What follows belongs to an exercise in optimizing a design on an open flow for small area, a short achievable clock period and few clock cycles per item; a production flow would make more cautious choices.
RTL that was checked went through simulation tests only; none was proved equivalent to the original.

Setup of v15:
## fp_alu_seq
module fp_alu_seq #(
   parameter int EXP_W = 8,
   parameter int MAN_W = 23
) (
   input  logic                   clk,
   input  logic                   rst,
   input  logic                   in_valid,
   output logic                   in_ready,
   input  logic [2:0]             op,
   input  logic [EXP_W+MAN_W:0]   a,
   input  logic [EXP_W+MAN_W:0]   b,
   output logic                   out_valid,
   input  logic                   out_ready,
   output logic [EXP_W+MAN_W:0]   result,
   output logic [3:0]             flags
);
Size in the first run: about 7400 cells after synthesis, roughly 500 flip-flops, ~110 I/O pins, ~49000 um^2 of cells after synthesis.
export LEC_CHECK = 0
export ABC_AREA = 1
export CAP_MARGIN = 20
export CORE_MARGIN = 2
export CORE_UTILIZATION = 50
export SETUP_SLACK_MARGIN = 4
export SLEW_MARGIN = 20
create_clock -name core_clock -period 11.0 [get_ports {clk}]
standard.sh (not shown) runs the stock make flow with config.mk's settings and CLKGATE_MAP_FILE= SYNTH_SCRIPT=/design/flow/synth_recipe.tcl, a recipe that flattens the netlist after the stock synthesis.
==> flow/flow/run.sh <==
#!/bin/bash
# Own flow: the standard layout (standard.sh), except that synthesis runs without
# the full/half-adder extraction (ADDER_MAP_FILE empty), so that ABC maps the adders
# itself. Registers, floorplan, power grid, placement, CTS and routing are the standard ones.
set -euo pipefail
bash standard.sh ADDER_MAP_FILE= synth > synth.log 2>&1
bash standard.sh finish > layout.log 2>&1
v15: done, clean on timing, DRC and antenna
Here is what was changed in the inputs of v14 compared with v15.
Settings: CORE_UTILIZATION: 50 -> 40.
==> summary.txt <==
Compared with v15, v14 shows routed wire length lower by 4300 um. v15 ended up with dws[5] as its capturing element of the worst setup path; v14 ended up with dws[25]. v15 → v14: post-route fraction of the period consumed by the critical path lower, first-pass GRT wire length level, worst setup slack before clock tree synthesis has decreased, die width moved up.
Function was not checked in any run of this note: the RTL went through the layout flow alone.

Another version of the RTL of fp_alu_seq (not shown whole).
Size: ~470 flip-flops, roughly 48000 um2 of cells after synthesis.
==> flow/config.mk <==
export PLATFORM = sky130hd
export DESIGN_NAME = fp_alu_seq
export DESIGN_NICKNAME = fp_alu_seq
export VERILOG_FILES = /design/flow/design.v
export SDC_FILE = /design/flow/constraint.sdc
export NUM_CORES = 4
export LEC_CHECK = 0
export ABC_AREA = 1
export ABC_CLOCK_PERIOD_IN_PS = 5000
export CAP_MARGIN = 20
export CORE_MARGIN = 2
export CORE_UTILIZATION = 40
export SETUP_SLACK_MARGIN = 4
export SLEW_MARGIN = 20
==> flow/constraint.sdc <==
create_clock -name core_clock -period 11.0 [get_ports {clk}]
set_input_delay 2.2000 -clock core_clock [delete_from_list [all_inputs] [get_ports {clk}]]
set_output_delay 2.2000 -clock core_clock [all_outputs]
set_load 0.01 [all_outputs]
Scripts as last shown in full above: flow/flow/run.sh
The starting point went through all stages and came out clean.
Testbench counts at the start, summed over its fixed seeds: cycles 3,617, items 3,000.
Next try:
Settings changed: ABC_CLOCK_PERIOD_IN_PS 5000 to unset, SETUP_SLACK_MARGIN 4 to 4.5.
Effect:
- The new run produced a clean layout
- non-clock buffer count goes up by 166
- routed wire length goes up by about 5.6%
- cell area goes up by 9.1%
- utilization goes up by 4.2 points
- critical path depth goes up by 31
- clock-buffer cell count does not change
- clock skew goes up by 0.011 ns
Next try:
Settings changed: ABC_AREA 1 to unset, SETUP_SLACK_MARGIN 4.5 to 4.
Outcome: The new run finished with timing, DRC and antenna clean; register-to-register slack loses 2.1 ns; synthesized area goes up by about 6%; utilization fell by 1.4 points; global-route usage decreases by 0.47 points; setup slack loses 2.5 ns; clock-buffer cell count shrinks by 1; maximum frequency came out lower by 27%; wire length barely changes; flip-flop and latch count does not change; hold slack gets better by 0.030 ns.
Next try:
Settings changed: ABC_AREA set to 1, CORE_UTILIZATION 40 to 50.
=>
- core utilization goes up by 7.9 points
- die area goes down by 24%
- via count goes down by 2.0%

Starting RTL as in the previous note.
Settings: LEC_CHECK=0, ABC_AREA=1, CAP_MARGIN=5, CORE_MARGIN=2, CORE_UTILIZATION=50, SETUP_SLACK_MARGIN=4, SLEW_MARGIN=5; clock period 11.0 ns.
Scripts as last shown in full above: flow/flow/run.sh
Testbench counts at the start, summed over its fixed seeds: cycles 3,617, items 3,000.
Then changed:
--- a/flow/config.mk
+++ b/flow/config.mk
@@ -7,7 +7,8 @@
 export LEC_CHECK = 0
 export ABC_AREA = 1
-export CAP_MARGIN = 5
+export CAP_MARGIN = 20
 export CORE_MARGIN = 2
-export CORE_UTILIZATION = 50
+export CORE_UTILIZATION = 40
 export SETUP_SLACK_MARGIN = 4
-export SLEW_MARGIN = 5
+export SLEW_MARGIN = 20
+export TNS_END_PERCENT = 0
Effect:
- The changed run finished with timing, DRC and antenna clean
- count of clock-buffer cells in the layout goes down by 2
- sequential share of layout area goes up by 0.10 points
- setup slack loses 0.32 ns
- final cell count goes up by a few percent
- final area goes down slightly
- fmax goes down by a few percent
- non-clock buffer count goes down by 20
- wire length goes up slightly
- core utilization goes down by 11 points
Then changed:
--- a/flow/config.mk
+++ b/flow/config.mk
@@ -7,8 +7,8 @@
 export LEC_CHECK = 0
 export ABC_AREA = 1
+export ABC_CLOCK_PERIOD_IN_PS = 5000
 export CAP_MARGIN = 20
 export CORE_MARGIN = 2
 export CORE_UTILIZATION = 40
-export SETUP_SLACK_MARGIN = 4
+export SETUP_SLACK_MARGIN = 5
 export SLEW_MARGIN = 20
-export TNS_END_PERCENT = 0
The new run finished with timing, DRC and antenna clean.
Via count went up by 6.1%.
Routed wire length went up by 9.8%.
Core utilization went up by 6.4 points.
Worst hold slack is worse by 0.027 ns.
Worst setup slack is better by 0.39 ns.
Clock-buffer cell count went up by 3.
Then changed:
--- a/flow/config.mk
+++ b/flow/config.mk
@@ -7,8 +7,8 @@
 export LEC_CHECK = 0
 export ABC_AREA = 1
-export ABC_CLOCK_PERIOD_IN_PS = 5000
 export CAP_MARGIN = 20
 export CORE_MARGIN = 2
-export CORE_UTILIZATION = 40
-export SETUP_SLACK_MARGIN = 5
+export CORE_UTILIZATION = 50
+export GPL_ROUTABILITY_DRIVEN = 0
+export SETUP_SLACK_MARGIN = 4
 export SLEW_MARGIN = 20
Core utilization grows by 4.7 points.
Final area shrinks by 13%.
Global-route usage grows by 4.5 points.
Then changed:
--- a/flow/config.mk
+++ b/flow/config.mk
@@ -9,6 +9,5 @@
 export CAP_MARGIN = 20
 export CORE_MARGIN = 2
-export CORE_UTILIZATION = 50
-export GPL_ROUTABILITY_DRIVEN = 0
-export SETUP_SLACK_MARGIN = 4
+export CORE_UTILIZATION = 40
+export SETUP_SLACK_MARGIN = 3.5
 export SLEW_MARGIN = 20
What happened: The changed run ran to the end with no violations; final cell count goes up by 3.5%; core utilization shrinks by 11 points; non-clock buffer count fell by 18; cell area barely changes; worst setup slack gets worse by 0.40 ns; die area grows by 25%; global-route usage shrinks by 6.6 points; wire length grows by 1.4%.

-- what the ideal ports hide --
The flow's constraints put no driver on any port. The routed layouts listed below were extracted and timed again, unchanged, in two steps. Step 1 (the two cells are an assumption about what drives the block):
set clk [get_ports {clk}]
set_driving_cell -lib_cell sky130_fd_sc_hd__clkbuf_16 $clk
set_driving_cell -lib_cell sky130_fd_sc_hd__buf_2 [delete_from_list [all_inputs] $clk]
Step 2 also shifts input and output timing later by t, the mid clock arrival at the registers, as if the neighbouring blocks saw the same clock. Slacks: ideal / step 1 / step 2; pairs: ideal / step 1.
| run | t (ns) | setup slack, ns | slew at the worst register clock pin (ns) | worst data-port slew with drivers (ns) | cell pins on the clock port's net |
|---|---|---|---|---|---|
| v15 | 0.736 | 4.262 / 4.262 / 3.909 | 0.08 / 0.08 | 0.18 | 1 |
| v14 | 0.703 | 4.377 / 4.377 / 4.203 | 0.07 / 0.07 | 0.12 | 1 |
| the first run of note 2 | 0.695 | 4.183 / 4.116 / 4.233 | 0.07 / 0.07 | 0.19 | 1 |
| the second run of note 2 | 0.690 | 4.261 / 4.237 / 4.261 | 0.07 / 0.07 | 0.18 | 1 |
| the third run of note 2 | 0.674 | 1.740 / 1.669 / 2.196 | 0.07 / 0.07 | 0.19 | 1 |
| the fourth run of note 2 | 0.715 | 4.197 / 4.119 / 3.878 | 0.07 / 0.07 | 0.16 | 1 |
| the first run of note 3 | 0.715 | 4.197 / 4.119 / 3.878 | 0.07 / 0.07 | 0.16 | 1 |
| the second run of note 3 | 0.697 | 3.877 / 3.808 / 3.931 | 0.07 / 0.07 | 0.18 | 1 |
| the third run of note 3 | 0.702 | 4.271 / 4.199 / 4.445 | 0.07 / 0.07 | 0.16 | 1 |
| the fourth run of note 3 | 0.724 | 4.124 / 4.054 / 3.961 | 0.07 / 0.07 | 0.18 | 1 |
| the fifth run of note 3 | 0.690 | 3.721 / 3.654 / 3.793 | 0.07 / 0.07 | 0.19 | 1 |
After both steps every run listed still meets setup and hold. The setup slack of v15, which loses most, moves by 0.000 ns with the drivers and by -0.353 ns with both steps.
